This design comes from an exercise in tuning for a short achievable clock period and few clock cycles on the open sky130 flow, not from production work. Function was not checked in any run shown here: the RTL went through the layout flow alone. Power is estimated from default activity; no workload was simulated.

<file path="flow/design.v">
package dmac_pkg;
   typedef logic [31:0] word_t;
   typedef logic [11:0] reg_offset_t;
   typedef logic [11:0] xfer_size_t;    
   typedef logic [2:0]  burst_code_t;
   typedef logic [4:0]  beat_cnt_t;     
   typedef enum logic [1:0] {
      TRANS_IDLE   = 2'b00,
      TRANS_BUSY   = 2'b01,
      TRANS_NONSEQ = 2'b10,
      TRANS_SEQ    = 2'b11
   } htrans_t;
   typedef enum logic [2:0] {
      BURST_SINGLE = 3'b000,
      BURST_INCR   = 3'b001,
      BURST_INCR4  = 3'b011,
      BURST_INCR8  = 3'b101,
      BURST_INCR16 = 3'b111
   } hburst_t;
   typedef enum logic [2:0] {
      MS_IDLE, MS_REQ, MS_RADDR, MS_RDATA, MS_WADDR, MS_WDATA
   } master_state_t;
endpackage
`timescale 1ns/1ps
module dmac_top (
   input  logic       HCLK,
   input  logic       HRESETn,
   input  logic       hsel,
   input  logic       hready,
   input  logic       hwrite,
   input  logic [1:0]    htrans,
   input  logic [31:0]      haddr,
   input  logic [31:0]      hwdata,
   output logic [31:0]      s_hrdata,
   output logic [1:0] s_hresp,
   output logic       hreadyout,
   input  logic [31:0]      hrdata,
   input  logic       hgrant,
   output logic       hbusreq,
   output logic [1:0]    m_htrans,
   output logic [31:0]      m_haddr,
   output logic       m_hwrite,
   output logic [2:0]    m_hburst,
   output logic [31:0]      m_hwdata,
   output logic       dmacintr
);
   logic rd_cfg_q, rd_src_q, rd_dst_q, rd_ctrl_q, rd_chcfg_q;
   logic wr_cfg_q, wr_src_q, wr_dst_q, wr_ctrl_q, wr_chcfg_q;
   logic bad_q;          
   logic hresp_q;
   logic hready_q;
   logic [31:0] hrdata_q;
   logic        glb_en;
   logic [31:0] src_base;
   logic [31:0] dst_base;
   logic [11:0] xfer_size;
   logic [2:0]  burst_code;
   logic        ch_en;
   logic        int_mask;
   logic        int_pend;
   logic        nz_q;       
   logic        run_q;      
   logic        intr_q;     
   logic        sel;
   logic        a_cfg, a_src, a_dst, a_ctrl, a_chcfg, a_mapped;
   logic        rs_cfg, rs_src, rs_dst, rs_ctrl, rs_chcfg;
   logic        ws_cfg, ws_src, ws_dst, ws_ctrl, ws_chcfg;
   logic        bad_sel;
   logic        glb_r;
   logic [31:0] src_r;
   logic [31:0] dst_r;
   logic [11:0] size_r;
   logic [2:0]  bc_r;
   logic        ch_en_r, int_mask_r, int_pend_r;
   logic        nz_r;
   logic [31:0] rdata_r;
   logic        wbeat;      
   logic        fin;        
   assign sel      = hsel && htrans[1] && !bad_q;
   assign a_cfg    = (haddr[11:0] == 12'h030);
   assign a_src    = (haddr[11:0] == 12'h100);
   assign a_dst    = (haddr[11:0] == 12'h104);
   assign a_ctrl   = (haddr[11:0] == 12'h10C);
   assign a_chcfg  = (haddr[11:0] == 12'h110);
   assign a_mapped = a_cfg || a_src || a_dst || a_ctrl || a_chcfg;
   assign rs_cfg   = sel && !hwrite && a_cfg;
   assign rs_src   = sel && !hwrite && a_src;
   assign rs_dst   = sel && !hwrite && a_dst;
   assign rs_ctrl  = sel && !hwrite && a_ctrl;
   assign rs_chcfg = sel && !hwrite && a_chcfg;
   assign ws_cfg   = sel && hwrite && a_cfg;
   assign ws_src   = sel && hwrite && a_src;
   assign ws_dst   = sel && hwrite && a_dst;
   assign ws_ctrl  = sel && hwrite && a_ctrl;
   assign ws_chcfg = sel && hwrite && a_chcfg;
   assign bad_sel  = sel && hwrite && !a_mapped;
   always_comb begin
      glb_r = wr_cfg_q ? hwdata[0] : glb_en;
      src_r = wr_src_q ? hwdata : src_base;
      dst_r = wr_dst_q ? hwdata : dst_base;
      if (wr_ctrl_q) begin
         size_r = hwdata[11:0];
         bc_r   = hwdata[14:12];
         nz_r   = (hwdata[11:2] != '0);
      end else begin
         size_r = wbeat ? xfer_size - 12'(4) : xfer_size;
         bc_r   = burst_code;
         nz_r   = wbeat ? (xfer_size[11:2] != 10'd1) : nz_q;
      end
      if (wr_chcfg_q) begin
         ch_en_r    = hwdata[0];
         int_mask_r = hwdata[1];
         int_pend_r = hwdata[2];
      end else begin
         ch_en_r    = ch_en && !fin;
         int_mask_r = int_mask;
         int_pend_r = int_pend || fin;
      end
      rdata_r = ({32{rs_cfg}}   & {31'd0, glb_r}) |
                ({32{rs_src}}   & src_r) |
                ({32{rs_dst}}   & dst_r) |
                ({32{rs_ctrl}}  & {17'd0, bc_r, size_r}) |
                ({32{rs_chcfg}} & {29'd0, int_pend_r, int_mask_r, ch_en_r});
   end
   always_ff @(posedge HCLK or negedge HRESETn) begin
      if (!HRESETn) begin
         {rd_cfg_q, rd_src_q, rd_dst_q, rd_ctrl_q, rd_chcfg_q} <= '0;
         {wr_cfg_q, wr_src_q, wr_dst_q, wr_ctrl_q, wr_chcfg_q} <= '0;
         bad_q      <= 1'b0;
         hresp_q    <= 1'b0;
         hready_q   <= 1'b1;
         glb_en     <= 1'b0;
         src_base   <= '0;
         dst_base   <= '0;
         xfer_size  <= '0;
         burst_code <= '0;
         ch_en      <= 1'b0;
         int_mask   <= 1'b0;
         int_pend   <= 1'b0;
         nz_q       <= 1'b0;
         run_q      <= 1'b0;
         intr_q     <= 1'b0;
      end else if (hready) begin
         {rd_cfg_q, rd_src_q, rd_dst_q, rd_ctrl_q, rd_chcfg_q} <=
            {rs_cfg, rs_src, rs_dst, rs_ctrl, rs_chcfg};
         {wr_cfg_q, wr_src_q, wr_dst_q, wr_ctrl_q, wr_chcfg_q} <=
            {ws_cfg, ws_src, ws_dst, ws_ctrl, ws_chcfg};
         bad_q      <= bad_sel;
         hresp_q    <= bad_sel || bad_q;      
         hready_q   <= !bad_sel;
         glb_en     <= glb_r;
         src_base   <= src_r;
         dst_base   <= dst_r;
         xfer_size  <= size_r;
         burst_code <= bc_r;
         ch_en      <= ch_en_r;
         int_mask   <= int_mask_r;
         int_pend   <= int_pend_r;
         nz_q       <= nz_r;
         run_q      <= glb_r && ch_en_r;
         intr_q     <= int_pend_r && int_mask_r;
      end else begin
         {rd_cfg_q, rd_src_q, rd_dst_q, rd_ctrl_q, rd_chcfg_q} <=
            {rd_cfg_q, rd_src_q, rd_dst_q, rd_ctrl_q, rd_chcfg_q} & {5{!bad_q}};
         {wr_cfg_q, wr_src_q, wr_dst_q, wr_ctrl_q, wr_chcfg_q} <=
            {wr_cfg_q, wr_src_q, wr_dst_q, wr_ctrl_q, wr_chcfg_q} & {5{!bad_q}};
         bad_q      <= 1'b0;
         hresp_q    <= bad_q;
         hready_q   <= 1'b1;
      end
   end
   always_ff @(posedge HCLK or negedge HRESETn)
      if (!HRESETn)
         hrdata_q <= '0;
      else if (hready)
         hrdata_q <= rdata_r;
   assign s_hrdata  = hrdata_q;
   assign s_hresp   = {1'b0, hresp_q};
   assign hreadyout = hready_q;
   assign dmacintr  = intr_q;
   logic        busy_q;       
   logic        hbr_q;        
   logic        wgnt_q;       
   logic [1:0]  trans_q;
   logic [31:2] addr_q;
   logic        write_q;
   logic        pwr_q;        
   logic [2:0]  burst_q;
   logic [4:0]  cnt_q;        
   logic        last_q;       
   logic        c2_q;         
   logic [4:0]  len_q;        
   logic        l1_q;         
   logic        l2_q;         
   logic [31:2] rs_q;         
   logic [31:2] ws_q;         
   logic [9:0]  rem_q;        
   logic [4:0]  nlen_q;
   logic [2:0]  ncode_q;
   logic        nl1_q;
   logic        nl2_q;
   logic [9:0]  nrem_q;       
   logic        more_q;       
   logic        dp_q;         
   logic        dpw_q;        
   logic        dpl_q;        
   logic [31:0] rq_q;         
   logic        rv_q;         
   logic [3:0]  fill_q;       
   logic [3:0]  drain_q;      
   logic [31:0] mem [16];
   logic [31:0] wd_q;
   logic [31:2] addr_o;       
   logic        write_o;
   logic        go;
   logic        zgo;
   logic        gnt;
   logic        bend;         
   logic [4:0]  plen;
   logic [2:0]  pcode;
   logic        ftail;
   logic [4:0]  flen;
   logic [2:0]  fcode;
   logic [31:2] addr_inc;
   logic [31:2] addr_acc;
   logic [1:0]  trans_acc;
   logic [1:0]  trans_r;
   logic        write_r;
   logic [31:0] wsrc;
   always_comb begin
      case (burst_code)
         3'd0:    begin plen = 5'd1;  pcode = 3'b000; end    
         3'd1:    begin plen = 5'd4;  pcode = 3'b011; end    
         3'd2:    begin plen = 5'd8;  pcode = 3'b101; end    
         default: begin plen = 5'd16; pcode = 3'b111; end    
      endcase
   end
   assign ftail = (rem_q < {5'd0, plen});
   logic [9:0] rem_sub;       
   always_comb begin
      case (burst_code)
         3'd0:    rem_sub = rem_q - 10'd1;
         3'd1:    rem_sub = {rem_q[9:2] - 8'd1, rem_q[1:0]};
         3'd2:    rem_sub = {rem_q[9:3] - 7'd1, rem_q[2:0]};
         default: rem_sub = {rem_q[9:4] - 6'd1, rem_q[3:0]};
      endcase
   end
   assign flen  = ftail ? rem_q[4:0] : plen;
   assign fcode = ftail ? 3'b001 : pcode;              
   assign go       = !busy_q && run_q && nz_q;
   assign zgo      = !busy_q && run_q && !nz_q;         
   assign gnt      = wgnt_q && hgrant;
   assign bend     = trans_q[1] && write_q && last_q;
   assign addr_inc = addr_q + 30'd1;
   assign addr_acc = !last_q ? addr_inc : write_q ? rs_q : ws_q;
   always_comb begin
      if (!last_q)
         trans_acc = 2'b11;
      else if (!write_q || more_q)
         trans_acc = 2'b10;
      else
         trans_acc = 2'b00;
      if (gnt)
         trans_r = 2'b10;
      else if (trans_q[1])
         trans_r = trans_acc;
      else
         trans_r = trans_q;
      write_r = write_q ^ (trans_q[1] && last_q);
   end
   assign wbeat = dp_q && dpw_q;
   assign fin   = dpl_q || zgo;
   always_ff @(posedge HCLK or negedge HRESETn) begin
      if (!HRESETn) begin
         busy_q  <= 1'b0;
         hbr_q   <= 1'b0;
         wgnt_q  <= 1'b0;
         trans_q <= 2'b00;
         addr_q  <= '0;
         write_q <= 1'b0;
         pwr_q   <= 1'b0;
         cnt_q   <= '0;
         last_q  <= 1'b0;
         c2_q    <= 1'b0;
         len_q   <= '0;
         l1_q    <= 1'b0;
         l2_q    <= 1'b0;
         rs_q    <= '0;
         ws_q    <= '0;
         rem_q   <= '0;
         nlen_q  <= '0;
         ncode_q <= 3'b000;
         nl1_q   <= 1'b0;
         nl2_q   <= 1'b0;
         nrem_q  <= '0;
         more_q  <= 1'b0;
         dp_q    <= 1'b0;
         dpw_q   <= 1'b0;
         dpl_q   <= 1'b0;
      end else begin
         nlen_q  <= flen;
         ncode_q <= fcode;
         nl1_q   <= (flen == 5'd1);
         nl2_q   <= (flen == 5'd2);
         nrem_q  <= ftail ? '0 : rem_sub;
         more_q  <= (rem_q != '0);
         if (go)
            ws_q <= dst_base[31:2];
         else if (trans_q[1] && write_q)
            ws_q <= addr_inc;
         if (trans_q[1] && !write_q)
            rs_q <= addr_inc;
         if (!busy_q)
            rem_q <= xfer_size[11:2];
         else if (hready && (gnt || bend))
            rem_q <= nrem_q;
         if (!busy_q)
            addr_q <= src_base[31:2];
         else if (hready && trans_q[1])
            addr_q <= addr_acc;
         if (go) begin
            busy_q <= 1'b1;
            hbr_q  <= 1'b1;
            wgnt_q <= 1'b1;
         end else if (hready) begin
            busy_q  <= busy_q && !dpl_q;
            hbr_q   <= (busy_q && !dpl_q) || (glb_r && ch_en_r && nz_q);
            wgnt_q  <= wgnt_q && !hgrant;
            trans_q <= trans_r;
            write_q <= write_r;
            pwr_q   <= trans_r[1] && write_r;
            if (gnt || bend) begin
               len_q  <= nlen_q;
               l1_q   <= nl1_q;
               l2_q   <= nl2_q;
               cnt_q  <= nlen_q;
               last_q <= nl1_q;
               c2_q   <= nl2_q;
            end else if (trans_q[1]) begin
               if (last_q) begin
                  cnt_q  <= len_q;
                  last_q <= l1_q;
                  c2_q   <= l2_q;
               end else begin
                  cnt_q  <= cnt_q - 5'd1;
                  last_q <= c2_q;
                  c2_q   <= (cnt_q == 5'd3);
               end
            end
            dp_q  <= trans_q[1];
            dpw_q <= trans_q[1] && write_q;
            dpl_q <= bend && !more_q;
         end else begin
            hbr_q <= busy_q || (run_q && nz_q);
         end
      end
   end
   always_ff @(posedge HCLK or negedge HRESETn) begin
      if (!HRESETn) begin
         rv_q    <= 1'b0;
         fill_q  <= '0;
         drain_q <= '0;
      end else begin
         rv_q <= hready && dp_q && !dpw_q;
         if (go) begin
            fill_q  <= '0;
            drain_q <= '0;
         end else begin
            if (rv_q)
               fill_q <= fill_q + 4'd1;
            if (hready && pwr_q)
               drain_q <= drain_q + 4'd1;
         end
      end
   end
   always_ff @(posedge HCLK) begin
      rq_q <= hrdata;
      if (rv_q)
         mem[fill_q] <= rq_q;
   end
   assign wsrc = l1_q ? hrdata :
                 (rv_q && fill_q == drain_q) ? rq_q : mem[drain_q];
   always_ff @(posedge HCLK or negedge HRESETn) begin
      if (!HRESETn) begin
         addr_o  <= '0;
         write_o <= 1'b0;
         burst_q <= 3'b000;
         wd_q    <= '0;
      end else begin
         if (go) begin
            addr_o  <= src_base[31:2];
            write_o <= 1'b0;
         end else if (hready) begin
            if (trans_q[1])
               addr_o <= addr_acc;
            write_o <= write_r;
         end
         if (hready && (gnt || bend))
            burst_q <= ncode_q;
         if (hready && pwr_q)
            wd_q <= wsrc;
      end
   end
   assign hbusreq  = hbr_q;
   assign m_htrans = trans_q;
   assign m_haddr  = {addr_o, 2'b00};
   assign m_hwrite = write_o;
   assign m_hburst = burst_q;
   assign m_hwdata = wd_q;
endmodule
</file>
<file path="flow/run.sh">
#!/bin/bash
# synth_recipe.tcl (not shown) runs the flow's synth.tcl, then flattens the netlist and writes it again
# the make line also repeats each setting of config.mk as NAME=value (left out here)
make -C /OpenROAD-flow-scripts/flow DESIGN_CONFIG=/design/flow/config.mk WORK_HOME=/design/flow/orfs CLKGATE_MAP_FILE= SYNTH_SCRIPT=/design/flow/synth_recipe.tcl finish
</file>
<file path="flow/config.mk">
export PLATFORM = sky130hd
export DESIGN_NAME = dmac_top
export DESIGN_NICKNAME = dmac_top
export VERILOG_FILES = /design/flow/design.v
export SDC_FILE = /design/flow/constraint.sdc
export NUM_CORES = 4
export LEC_CHECK = 0
export CAP_MARGIN = 20
export CORE_MARGIN = 2
export CORE_UTILIZATION = 50
export PLACE_DENSITY = 0.75
export SETUP_SLACK_MARGIN = 4.5
export SLEW_MARGIN = 20
</file>
<file path="flow/constraint.sdc">
create_clock -name core_clock -period 6.0 [get_ports {HCLK}]
set_input_delay 1.2000 -clock core_clock [delete_from_list [all_inputs] [get_ports {HCLK}]]
set_output_delay 1.2000 -clock core_clock [all_outputs]
set_load 0.01 [all_outputs]
</file>
==> flow_summary_export.csv, run 1 <==
group,metric,value,unit
critical_path,critical_path.max_stage_delay,0.50,ns
final_layout,final_cell_area,56460,um^2
synth,synthesis.yosys.warnings,1,
placed_design,port_buffers,186,
sta,grt_setup_unrepaired,"yes",
route,wl_per_cell,36.53,um
cts,cts-root-to-sink-buffers,3,
route,firstDrtPassIters,10,
floorplan,core.rowCount,101,
cts,cts_made_buffers,91,
synth,synth_cell_types,78,
route,vias,33310,
synth,netlist_area,38500,um^2
global_route,grt_start_max_net_pins,75,
cts,tritoncts,"built",
floorplan,dieArea,79230,um^2
synth,post_synth_inst_count,2820,
power,power.leakage,21.98,nW
placed_design,placed_area,42690,um^2
sta,period_share,43.29,%
floorplan,floorplan.initialDensity,50.60,%
synth,syn-mean-instance-area,13.65,um^2
global_route,via_count_of_the_first_global_routing_pass,31760,
sta,final.min_clock_period,2.597,ns
route,drt_drc_violations_left,0,
critical_path,timing.critical_path.arrival,1.40,ns
synth,synth.top_cells.by_area,"sky130_fd_sc_hd__edfxtp_1 40%, sky130_fd_sc_hd__dfrtp_1 22%, sky130_fd_sc_hd__mux4_2 5.9%, sky130_fd_sc_hd__mux2_2 5.5%, sky130_fd_sc_hd__nor2_1 2.1%",
floorplan,floorplan.die.height,281.5,um
critical_path,kind_of_capture_point_of_the_worst_setup_path,"output pin",
sta,final.setup.worst_slack,3.403,ns
placed_design,globalplace.congestion,0.8652,
final_layout,layout-drive-gt1-share,48.52,%
global_route,grt_antenna_before_repair,8,
sta,finalClockSkew,0.07717,ns
job,drv.max_cap_violation_count,0,
critical_path,crit_slowest_cell,"sky130_fd_sc_hd__dfrtp_2",
synth,part_of_the_yosys_area_used_for_sequential_elements,64.10,%
placed_design,dp_hpwl,57730,um
sta,slew_viols_final,0,
critical_path,startpoint_type,"flop",
cts,clk-insertion-delay-late,0.75,ns
floorplan,floorplan.io_pins,211,
synth,ys_async_sr_fraction,38.88,%
sta,final.setup.tns,0,ns
final_layout,utilization,74.22,%
cts,clk_root_buffer_cell,"sky130_fd_sc_hd__clkbuf_16",
sta,setup_viol_count_final,0,
synth,ys_ff_latch,890,
critical_path,worst_ep_required_time,4.80,ns
power,pwr_density_cell,232.9,nW/um^2
floorplan,core-area,76080,um^2
global_route,overflow,0,
critical_path,cp.buffers_inverters,1,
final_layout,synthToLayoutAreaGrowth,46.67,%
critical_path,critical_path_class,"reg2out",
critical_path,timing.critical_path.cells,"buf_6",
outcome,outcome,"finished clean",
sta,hold_slack,0.3831,ns
synth,synth_flop_cell,"sky130_fd_sc_hd__edfxtp_1",
synth,number_of_flops_mapped_to_enable_cells_by_yosys,512,
power,vdd_ir_drop_max,0.2682,mV
sta,worst_pin_slew,1.087,ns
final_layout,finish.net_count,3658,
cts,clock_sinks,890,
global_route,combined_global_route_utilization_of_all_metal_layers,36.51,%
floorplan,fp.dieW,281.5,um
min_path,hold_path_class,"in2async",
route,detail_route.wirelength,169900,um
final_layout,num-fill-cells,3862,
route,routed_via_density,7.160,
synth,synth_top_cell_by_area,"sky130_fd_sc_hd__edfxtp_1",
synth,synthDominantCellAreaShare,39.94,%
final_layout,layout_commonest_cell,"sky130_fd_sc_hd__edfxtp_1",
route,drt_first_iter_violations,6013,
sta,clock.fmax,385.0,MHz
final_layout,commonest_cells_after_routing_fill_and_taps_aside,"512 x sky130_fd_sc_hd__edfxtp_1, 290 x sky130_fd_sc_hd__dfrtp_1, 271 x sky130_fd_sc_hd__buf_4, 162 x sky130_fd_sc_hd__nand2_1, 161 x sky130_fd_sc_hd__buf_6",
route,postRouteAntennaNets,0,
critical_path,cp_max_fo,2,
sta,final-hold-violation-count,0,
cts,clkSlewWorstSetupHoldPaths,0.07,ns
global_route,wire_length_of_the_first_global_routing_pass,210800,um
cts,h-tree-depth,3,
critical_path,path_delay_family,"flip-flops",
placed_design,dp_worst_setup_slack,2.290,ns
sta,slew_headroom,26.98,%
stage by stage:
stage / power [mW] / cells
CTS: 12.84 / 4492
detailed placement: 7.012 / 3875
global placement: 6.997 / 3874
floorplan: 6.807 / 2822
finish: 13.15 / 4652
global route: 13.34 / 4646
per-layer routing:
metal | global-route usage, % | share of wire [%]
met4 | 24.56 | 11
met2 | 58.17 | 44
met5 | 0 | 0.076
met1 | 43.47 | 30
met3 | 10.12 | 15
timing repair:
item	in CTS	in global routing
cloned	97	28
pin swaps	247	168
hold buffers	0	0
buffers inserted	349	125
gates resized for setup	1217	297
endpoints found under the setup margin	1198	930
layout make-up:
class                           count  area, um^2  area share [%]
Clock inverter                     30       429.2          0.7601
Timing Repair Buffer              800       10100           17.89
Timing Repair inverter              2       16.27         0.02881
Inverter                           40       186.4          0.3302
Clock buffer                      141        2695           4.773
Antenna cell                        7       17.52         0.03102
Sequential cell                   890       24770           43.86
Multi-Input combinational cell   1712       16960           30.04
Tap cell                         1030        1289           2.283
kinds of logic after synthesis:
family / Yosys count / synth area share, %
xor+xnor: 45 / 1.024
mux: 367 / 13.40
fa+ha+maj: 17 / 0.5525
simple gates: 679 / 8.340
compound gates: 576 / 10.07
buf+inv: 245 / 2.506
other cells: 1 / 0.009741
flops: 890 / 64.10
cells in the mapped netlist, drive strengths merged, types with 23 or more instances:
cell type and count:
a22oi 47, o311ai 26, clkbuf 148, mux2 188, mux4 100, mux2i 79, nor2 220, inv 39
nand2 203, nor3 34, nand2b 49, o21ai 93, a22o 23, edfxtp 512, xnor2 23, buf 57
nand3 46, a221oi 43, a31oi 46, a21oi 143, dfxtp 32, dfrtp 345, o22ai 32
where the power goes:
group / leakage, nW / switching [mW] / internal [mW]
clock: 1.52 / 2.73 / 3.35
sequential: 9.27 / 0.0977 / 6.52
combinational: 11.2 / 0.252 / 0.199
state kept, by name, summed over array words and instances (netlist names), 30 cells and up:
signal and count:
addr_q 30, dst_base 32, addr_o 30, hrdata_q 32, rq_q 32, rs_q 30
mem 512, ws_q 30, src_base 32, wd_q 32
worst paths after layout:
| path | from | end | slack, ns | cells past startpoint |
|---|---|---|---|---|
| max reg2reg | addr_q[18] | addr_o[30] | 3.55 | 9 |
| max in group asynchronous | HRESETn | cnt_q[4] | 4.63 | 2 |
| max | addr_o[3] | m_haddr[3] | 3.40 | 1 |
| min reg2reg | ncode_q[2] | burst_q[2] | 0.47 | 1 |
| min | HRESETn | addr_q[16] | 0.38 | 1 |
| min in group core_clock | ncode_q[2] | burst_q[2] | 0.47 | 1 |
==> inputs of run 2 (changes only) <==
--- a/flow/design.v
+++ b/flow/design.v
@@ -171,6 +171,4 @@
    end
-   always_ff @(posedge HCLK or negedge HRESETn)
-      if (!HRESETn)
-         hrdata_q <= '0;
-      else if (hready)
+   always_ff @(posedge HCLK)
+      if (hready)
          hrdata_q <= rdata_r;
@@ -238,11 +236,2 @@
    assign ftail = (rem_q < {5'd0, plen});
-   logic [9:0] rem_sub;       
-   always_comb begin
-      case (burst_code)
-         3'd0:    rem_sub = rem_q - 10'd1;
-         3'd1:    rem_sub = {rem_q[9:2] - 8'd1, rem_q[1:0]};
-         3'd2:    rem_sub = {rem_q[9:3] - 7'd1, rem_q[2:0]};
-         default: rem_sub = {rem_q[9:4] - 6'd1, rem_q[3:0]};
-      endcase
-   end
    assign flen  = ftail ? rem_q[4:0] : plen;
@@ -304,3 +293,3 @@
          nl2_q   <= (flen == 5'd2);
-         nrem_q  <= ftail ? '0 : rem_sub;
+         nrem_q  <= rem_q - {5'd0, flen};
          more_q  <= (rem_q != '0);
@@ -316,6 +305,2 @@
             rem_q <= nrem_q;
-         if (!busy_q)
-            addr_q <= src_base[31:2];
-         else if (hready && trans_q[1])
-            addr_q <= addr_acc;
          if (go) begin
@@ -324,2 +309,3 @@
             wgnt_q <= 1'b1;
+            addr_q <= src_base[31:2];
          end else if (hready) begin
@@ -331,2 +317,4 @@
             pwr_q   <= trans_r[1] && write_r;
+            if (trans_q[1])
+               addr_q <= addr_acc;
             if (gnt || bend) begin
@@ -382,22 +370,15 @@
                  (rv_q && fill_q == drain_q) ? rq_q : mem[drain_q];
-   always_ff @(posedge HCLK or negedge HRESETn) begin
-      if (!HRESETn) begin
-         addr_o  <= '0;
+   always_ff @(posedge HCLK) begin
+      if (go) begin
+         addr_o  <= src_base[31:2];
          write_o <= 1'b0;
-         burst_q <= 3'b000;
-         wd_q    <= '0;
-      end else begin
-         if (go) begin
-            addr_o  <= src_base[31:2];
-            write_o <= 1'b0;
-         end else if (hready) begin
-            if (trans_q[1])
-               addr_o <= addr_acc;
-            write_o <= write_r;
-         end
-         if (hready && (gnt || bend))
-            burst_q <= ncode_q;
-         if (hready && pwr_q)
-            wd_q <= wsrc;
+      end else if (hready) begin
+         if (trans_q[1])
+            addr_o <= addr_acc;
+         write_o <= write_r;
       end
+      if (hready && (gnt || bend))
+         burst_q <= ncode_q;
+      if (hready && pwr_q)
+         wd_q <= wsrc;
    end
--- a/flow/config.mk
+++ b/flow/config.mk
@@ -7,6 +7,6 @@
 export LEC_CHECK = 0
+export ABC_CLOCK_PERIOD_IN_PS = 1500
 export CAP_MARGIN = 20
 export CORE_MARGIN = 2
-export CORE_UTILIZATION = 50
-export PLACE_DENSITY = 0.75
+export CORE_UTILIZATION = 40
 export SETUP_SLACK_MARGIN = 4.5
==> run 2 against run 1 <==
Against the previous run: worst hold slack improved by 0.034 ns; clock power increased by 1%; routed wire length decreased by 20%; design area decreased by 3.0%; critical path depth increased by 13; die area increased by 22%; global-route usage decreased by 11 points; critical endpoint is now nrem_q[4]; combinational power decreased by 51%; core utilization decreased by 16 points; maximum frequency decreased by 19%; worst setup slack got worse by 0.60 ns; critical path type is now reg2reg; register-to-register slack got worse by 0.75 ns.
==> flow_summary_export.csv, run 2 <==
group,metric,value,unit
route,drt_drc_violations_left,0,
sta,final.setup.tns,0,ns
floorplan,fp.dieW,311.2,um
power,power_frac_comb,1.7,%
power,totalPowerFinal,13.01,mW
synth,synth.top_cells.by_area,"sky130_fd_sc_hd__edfxtp_1 48%, sky130_fd_sc_hd__dfrtp_1 16%, sky130_fd_sc_hd__mux4_2 7.6%, sky130_fd_sc_hd__mux2i_1 4.0%, sky130_fd_sc_hd__mux2_2 2.9%",
route,postRouteAntennaNets,0,
final_layout,n_antenna_cell,0,
synth,synth_flop_cell,"sky130_fd_sc_hd__edfxtp_1",
sta,final.min_clock_period,3.195,ns
cts,cts-root-to-sink-buffers,3,
route,firstDrtPassIters,6,
synth,synth_cell_types,81,
cts,h-tree-depth,3,
sta,slew_headroom,50.00,%
synth,synthDominantCellAreaShare,48.46,%
critical_path,crit_slowest_cell,"sky130_fd_sc_hd__dfrtp_2",
power,pwr_density_cell,237.5,nW/um^2
placed_design,port_buffers,186,
floorplan,core-area,93470,um^2
synth,syn-mean-instance-area,15.11,um^2
min_path,hold_end,"burst_q[0]",
critical_path,worstRegToRegCells,14,
sta,period_share,53.25,%
critical_path,critical_path.reg2reg.startpoint,"burst_code[1]",
sta,clock.fmax,313.0,MHz
critical_path,cp_max_fo,6,
critical_path,r2r_end,"nrem_q[4]",
sta,final.setup.worst_slack,2.805,ns
synth,netlist_area,37740,um^2
sta,setup_viol_count_final,0,
critical_path,critical_path.max_stage_delay,0.49,ns
sta,slew_viols_final,0,
synth,synth_most_common_cell,"sky130_fd_sc_hd__edfxtp_1",
placed_design,dp_hpwl,54850,um
cts,clock_sinks,890,
critical_path,ff2ff_setup_slack,2.80,ns
global_route,grt_start_max_net_pins,99,
final_layout,largest-register,"mem",
critical_path,critical-path-top-cell-by-count,"sky130_fd_sc_hd__ha_4",
route,wl_per_cell,30.07,um
placed_design,dp_worst_setup_slack,1.880,ns
route,detail_route.wirelength,135300,um
final_layout,finish.net_count,3286,
placed_design,globalplace.congestion,0.8258,
job,drv.max_cap_violation_count,0,
min_path,hold_path_class,"reg2reg",
route,vias,27480,
synth,part_of_the_yosys_area_used_for_sequential_elements,66.65,%
critical_path,timing.critical_path.arrival,3.81,ns
cts,clkSlewWorstSetupHoldPaths,0.06,ns
synth,post_synth_most_frequent_cells,"609 x sky130_fd_sc_hd__edfxtp_1, 247 x sky130_fd_sc_hd__dfrtp_1, 161 x sky130_fd_sc_hd__nand2_1",
synth,post_synth_inst_count,2497,
outcome,outcome,"finished clean",
final_layout,largest_register_ffs,512,
final_layout,synthToLayoutAreaGrowth,45.10,%
critical_path,worst_ep_required_time,6.61,ns
floorplan,dieArea,96830,um^2
cts,clk_root_buffer_cell,"sky130_fd_sc_hd__clkbuf_16",
cts,tritoncts,"built",
final_layout,layout-drive-gt1-share,48.66,%
synth,number_of_flops_mapped_to_enable_cells_by_yosys,609,
floorplan,floorplan.initialDensity,40.38,%
final_layout,utilization,58.59,%
synth,ys_async_sr_fraction,27.87,%
final_layout,commonest_cells_after_routing_fill_and_taps_aside,"609 x sky130_fd_sc_hd__edfxtp_1, 199 x sky130_fd_sc_hd__dfrtp_1, 165 x sky130_fd_sc_hd__buf_4, 155 x sky130_fd_sc_hd__buf_6, 139 x sky130_fd_sc_hd__mux2i_1",
critical_path,kind_of_capture_point_of_the_worst_setup_path,"flop",
global_route,combined_global_route_utilization_of_all_metal_layers,25.73,%
critical_path,timing.critical_path.cells,"a21o_1 -> inv_1 -> ha_2 -> nand4b_1 -> o221a_4 -> or4_4 -> nand2_4 -> ha_4 -> inv_4 -> ha_4 -> o311a_4 -> buf_4 -> nor2_4 -> xnor2_1",
sta,finalClockSkew,0.05233,ns
power,switching_share,21.59,%
power,part_of_the_total_power_dissipated_in_sequential_elements,51.1,%
sta,final-hold-violation-count,0,
synth,synth_top_cell_by_area,"sky130_fd_sc_hd__edfxtp_1",
global_route,wire_length_of_the_first_global_routing_pass,184100,um
synth,synthesis.yosys.warnings,1,
critical_path,startpoint_type,"flop",
power,power.leakage,20.57,nW
cts,cts_made_buffers,95,
cts,clk-insertion-delay-late,0.71,ns
min_path,hold_depth,0,
power,power.net_switching,2.808,mW
floorplan,floorplan.die.height,311.2,um
global_route,via_count_of_the_first_global_routing_pass,26960,
cts,cts_hold_repair.buffers,0,
power,p_int,10.20,mW
route,drt_first_iter_violations,3416,
route,routed_via_density,6.104,
min_path,start_point_of_the_worst_hold_path,"ncode_q[0]",
floorplan,core.rowCount,112,
synth,ys_ff_latch,890,
sta,grt_setup_unrepaired,"yes",
sta,worst_pin_slew,0.7500,ns
power,vdd_ir_drop_max,0.2177,mV
final_layout,layout_commonest_cell,"sky130_fd_sc_hd__edfxtp_1",
floorplan,floorplan.io_pins,211,
power,share_clk_of_total_power,47.2,%
global_route,grt_antenna_before_repair,0,
critical_path,critical_path_class,"reg2reg",
global_route,overflow,0,
## run 2: changes by cell type after synthesis, sizes merged, moves of 70 or more
cell,delta
dfrtp,-98
mux2i,+70
mux2,-90
edfxtp,+97
a21oi,-77
nor2,-134
## run 2: cell type report
class                           instances  area [um^2]
Fill cell                            6672        38710
Sequential cell                       890        25240
Timing Repair Buffer                  703         8894
Multi-Input combinational cell       1438        15540
Inverter                               30        151.4
Timing Repair inverter                  6        105.1
Tap cell                             1254         1569
Clock inverter                         53        670.6
Clock buffer                          127         2597
## run 2: worst max path at each step
| stage | to | slack, ns | start |
|---|---|---|---|
| floorplan | nrem_q[8] | 3.04 | burst_code[0] |
| global route | nrem_q[8] | 2.74 | burst_code[1] |
| detailed placement | hrdata_q[1] | 1.88 | haddr[6] |
| finish | nrem_q[4] | 2.80 | burst_code[1] |
| global placement | hrdata_q[1] | 1.92 | haddr[6] |
| CTS | nrem_q[8] | 2.94 | burst_code[1] |
## run 2: worst max-delay path: cells and delay by family (launching register included)
kind	cells	cell delay (ns)
XOR/XNOR	1	0.11
AO/OA/AOI/OAI	3	0.85
flip-flops	1	0.49
buffers and inverters	3	0.25
adder cells (fa/ha/maj)	3	0.63
AND/OR/NAND/NOR	4	0.79
## run 2: cell families after synthesis
group / after synthesis / share of synthesized area, %
xor gates and xnor gates: 56 / 1.300
adders and majority gates: 18 / 0.5967
other: 1 / 0.009936
and+or+nand+nor: 518 / 7.005
AOI/OAI and AO/OA: 435 / 7.655
buffers and inverters: 204 / 2.268
muxes: 375 / 14.51
DFF: 890 / 66.65
## run 2: through the flow
| stage | cell area [um^2] | cells | hold slack, ns |
|---|---|---|---|
| final | 54760 | 4501 | 0.4174 |
| after global placement | 41920 | 3794 | 0.4128 |
| after global routing | 54760 | 4501 | 0.4359 |
| after floorplan | 39570 | 2499 | 0.4007 |
| after CTS | 52240 | 4397 | 0.4177 |
| after detailed placement | 41920 | 3794 | 0.4042 |
## run 2: power groups by stage
stage          registers [mW]  logic [mW]  clock network (mW)
2_1_floorplan            6.75      0.0456                   0
3_3_place_gp             6.76       0.189                   0
6_report                 6.65       0.222                6.14
4_1_cts                  6.64       0.206                6.16
5_1_grt                  6.65       0.236                6.43
3_5_place_dp             6.77       0.191                   0
## run 2: timing repair
action,in CTS,in global routing
setup buffers,336,88
gates resized for setup,1097,312
gates cloned,87,16
pin swaps,196,147
setup endpoints to repair,1122,1010
## run 2: per-layer routing
metal	GRT usage (%)	vias up	routed length (um)
met5	0	-	0
met4	11.74	0	7740
met3	5.758	490	13270
met2	41.28	1787	64280
met1	33.46	14060	50050
li1	-	11140	-

afterwards: timing with drivers on the ports:
The results above use ideal ports. As a check the final layouts listed here were re-extracted and re-timed, cells and wires unchanged.
Step 1, drivers: a clkbuf_16 drives HCLK and a buf_2 each remaining input, both assumed.
Step 2 also shifts input and output timing later by t, the mid clock arrival at the registers, as if the neighbouring blocks saw the same clock.
a / b / c = ideal / step 1 / step 2; a / b = the first two.
run | t, ns | slack for setup (ns) | worst setup path at the end | worst register clock-pin slew, ns
run 1 | 0.784 | 3.403 / 3.329 / 3.148 | input to register | 0.08 / 0.08
run 2 | 0.755 | 2.805 / 2.805 / 2.805 | register to register | 0.07 / 0.07
After both steps every run listed still meets setup and hold. The setup slack of run 1, which loses most, moves by -0.074 ns with the drivers and by -0.255 ns with both steps.
